Context: an optimization exercise on an open-source flow, tuned for small area, a short achievable clock period and few clock cycles per item. The choices shown serve that exercise and are no tape-out recipe.
Only simulation tests tie the RTL to the original design; equivalence was not proved.
Power and IR drop assume default switching activity.

Setup of v56:
==> flow/design.v (excerpt) <==
module mac_ci (
    input  logic        clk,
    input  logic        reset,
    input  logic        clk_en,
    input  logic        start,
    input  logic [2:0]  n,
    input  logic [31:0] dataa,
    input  logic [31:0] datab,
    output logic [31:0] result,
    output logic        done
);
clock: 10.0 ns
lec_check: 0
abc_area: 1
cap_margin: 20
core_margin: 2
core_utilization: 40
place_density: 0.7
setup_slack_margin: 4.25
slew_margin: 20
standard.sh (not shown) runs the stock make flow with config.mk's settings and CLKGATE_MAP_FILE= SYNTH_SCRIPT=/design/flow/synth_recipe.tcl, a recipe that flattens the netlist after the stock synthesis.
==> flow/flow/run.sh <==
#!/bin/bash
# Standard synthesis, then a clean-up of the combinational logic: inverter clean-up around
# the full-adder cells (fixinv.py) and a re-run of ABC with adders and registers kept
# (reabc.sh), twice; then the standard layout from the cleaned netlist.
set -euo pipefail
R=orfs/results/sky130hd/mac_ci/base
L=orfs/logs/sky130hd/mac_ci/base
bash standard.sh synth > synth_std.log 2>&1
cp $R/1_2_yosys.v $R/1_2_yosys_std.v
python3 flow/fixinv.py $R/1_2_yosys_std.v $R/1_2_fix1.v > fixinv1.log 2>&1
bash flow/reabc.sh $R/1_2_fix1.v $R/1_2_abc1.v $L/1_2_yosys.log > reabc1.log 2>&1
python3 flow/fixinv.py $R/1_2_abc1.v $R/1_2_fix2.v > fixinv2.log 2>&1
bash flow/reabc.sh $R/1_2_fix2.v $R/1_2_yosys.v $L/1_2_yosys.log > reabc2.log 2>&1
rm -f $R/1_synth.odb $R/1_synth.sdc
bash standard.sh "BUFFER_PORTS_ARGS=-buffer_cell sky130_fd_sc_hd__buf_2" finish > finish.log 2>&1
==> flow/flow/reabc.sh <==
#!/bin/bash
# usage: reabc.sh IN.v OUT.v SYNTH_LOG
# Re-run ABC (the same area script, liberty and don't-use list as the standard synthesis)
# on the combinational logic of a mapped netlist. Full adders, half adders and registers
# are kept as they are (black boxes), so register names and cells do not change.
set -euo pipefail
IN=$1; OUT=$2; LOG=$3
LIB=$(grep -o -- '-liberty [^ ]*' "$LOG" | head -1 | cut -d' ' -f2)
DU=$(grep -o -- '-dont_use [^ ]*' "$LOG" | sort -u | tr '\n' ' ')
SCRIPT=$(grep -o -- 'abc -script [^ ]*' "$LOG" | head -1 | cut -d' ' -f3)
YOSYS=yosys
[[ -x "$FLOW_HOME/../tools/install/yosys/bin/yosys" ]] && YOSYS="$FLOW_HOME/../tools/install/yosys/bin/yosys"
KEEP=$(grep -o -E 'sky130_fd_sc_hd__(fa|ha|dfxtp|edfxtp|dfrtp|dfstp|dfxbp|conb)_[0-9]+' "$IN" | sort -u | tr '\n' ' ')
cat > "$OUT.ys" <<EOT
read_liberty -ignore_miss_func $LIB
blackbox $KEEP
read_verilog $IN
hierarchy -top $FLOW_TOP
flatten
opt -purge
abc -script $SCRIPT -liberty $LIB $DU
opt_clean -purge
tee -o $OUT.stat stat -liberty $LIB
write_verilog -noattr -noexpr $OUT
EOT
"$YOSYS" -s "$OUT.ys"
Other scripts of this flow, unchanged in this note and not shown: flow/flow/fixinv.py
v56 completed; timing, DRC and antenna clean
Testbench counts of v56, summed over its fixed seeds: cycles 9,658, ops 4,829.
[inputs] v17 vs v56
Settings: removing PLACE_DENSITY (formerly 0.7); changing SETUP_SLACK_MARGIN from 4.25 to 4.45.
### Flow results
- Both conditions hold for v17: the flow ran to the end and the final layout passed the timing, DRC and antenna checks.
- Changes observed in v17 relative to v56: critical path buffer and inverter count rose by 4, final max-slew violation count stayed essentially flat, power share of the clock group fell by 1.0 points.
- v17 vs v56, half-perimeter wire length of the detailed placement result went down by 1.7 mm.
- v17 vs v56: total power up in v17
- On total instance count after detailed placement, v56 and v17 are basically level.
- Taking v56 as the reference, in v17 count of clock-buffer cells in the layout increased 3, via count essentially unchanged.
The following lists how v6 was set up differently from v17:
Settings: SETUP_SLACK_MARGIN changed from 4.45 to 4.25.
--- a/flow/flow/reabc.sh
+++ b/flow/flow/reabc.sh
@@ -24,3 +24,3 @@
 write_verilog -noattr -noexpr $OUT
 EOT
-"$YOSYS" -s "$OUT.ys"
+"$YOSYS" -q "$OUT.ys"
Findings:
Timing, DRC, antenna: 0 failures across v17 and v6. Fraction of standard cell area that is sequential delta for v6 relative to v17: 0.65 points higher. When v6 is set beside v17, its cell count turns out to be 1.4% smaller. Sequential fraction of design power: v6 > v17. When v6 is set beside v17, its power turns out to be about 4% smaller. Worst slew margin relative to its limit, v17 and v6: smaller value in v6. v6 — post-route fraction of the period consumed by the critical path 1.4 points higher, v17 as reference. When v6 is measured against v17, its wire length of the first global-routing pass turns out 5.7 mm lower. The higher combinational fraction of design power of v17 and v6 is in v17. Looking at post-layout worst setup margin, v6 sits 140 ps below v17.

========
== run 1 ==
mac_ci, a different RTL version from the one above (not shown whole).
Size: about 200 flip-flops, ~100 I/O pins, roughly 42000 µm² of cells after synthesis.
// mac_ci
module mac_ci (
    input  logic        clk,
    input  logic        reset,
    input  logic        clk_en,
    input  logic        start,
    input  logic [2:0]  n,
    input  logic [31:0] dataa,
    input  logic [31:0] datab,
    output logic [31:0] result,
    output logic        done
);
clock: 10.0 ns
lec_check: 0
cap_margin: 20
core_margin: 2
core_utilization: 40
slew_margin: 20
run.sh (not shown) runs the stock make flow with config.mk's settings and CLKGATE_MAP_FILE= SYNTH_SCRIPT=/design/flow/synth_recipe.tcl, a recipe that flattens the netlist after the stock synthesis.
Stock flow here: none of the scripts above is used.
Testbench counts of run 1, summed over its fixed seeds: cycles 9,658, ops 4,829.
Modified inputs, run 2 compared to run 1
--- a/flow/config.mk
+++ b/flow/config.mk
@@ -6,4 +6,5 @@
 export NUM_CORES = 4
 export LEC_CHECK = 0
+export ABC_AREA = 1
 export CAP_MARGIN = 20
 export CORE_MARGIN = 2
## What came out
- Going from run 1 to run 2, routed wire length shrinks by 35000 µm.
- Diff run 1 -> run 2 | setup slack at placement | decrease of 220 ps
- Higher power in the clock group was reported by run 2, not run 1.
For run 3, these inputs were changed with respect to run 2:
--- a/flow/config.mk
+++ b/flow/config.mk
@@ -10,3 +10,4 @@
 export CORE_MARGIN = 2
 export CORE_UTILIZATION = 40
+export SETUP_SLACK_MARGIN = 4
 export SLEW_MARGIN = 20
Each of the runs, namely run 3 and run 2, reached the end of the flow and came out clean. Compare run 3 and run 2 | clock skew lower: run 2. Diff run 3..run 2 | total net switching power | negligible. Compared with run 2, in run 3 number of max-slew violations in the final report flat; signed area change from the synthesized netlist to the final layout moved up. Run 3 ended up with a lower number of antenna violations at the first check in global routing than run 2 did.

[re-timing with driven ports]
The flow's constraints put no driver on any port. The routed layouts listed below were extracted and timed again, unchanged, in two steps. Step 1, drivers: a clkbuf_16 drives clk and a buf_2 each remaining input, both assumed. Step 2 adds t to the input delays and takes it off the output delays; t is the mean of the earliest and latest rising clock arrival at the registers after step 1. Input paths then give back, and output paths get back, about the clock's delay inside the block. Three values: ideal ports, drivers, drivers and shift; two values: the first two.
| run | t, ns | setup WS [ns] | worst hold slack (ns) | worst setup path after step 2 | latest minus earliest clock arrival (ns) |
|---|---|---|---|---|---|
| v56 | 0.559 | 4.209 / 4.243 / 3.684 | 0.445 / 0.445 / 0.445 | input to register | 0.018 / 0.018 |
| v17 | 0.546 | 4.371 / 4.372 / 3.825 | 0.419 / 0.419 / 0.419 | input to register | 0.011 / 0.011 |
| v6 | 0.553 | 4.230 / 4.239 / 3.685 | 0.416 / 0.416 / 0.416 | input to register | 0.025 / 0.025 |
| run 1 | 0.559 | 2.359 / 2.300 / 2.330 | 0.451 / 0.451 / 0.451 | input to register | 0.012 / 0.012 |
| run 2 | 0.563 | 2.686 / 2.722 / 2.159 | 0.417 / 0.417 / 0.417 | input to register | 0.017 / 0.016 |
| run 3 | 0.575 | 3.986 / 4.006 / 3.431 | 0.424 / 0.424 / 0.424 | input to register | 0.027 / 0.027 |
After both steps every run listed still meets setup and hold. For run 3, which loses most, drivers alone change the setup slack by +0.020 ns; drivers and shift together by -0.555 ns.
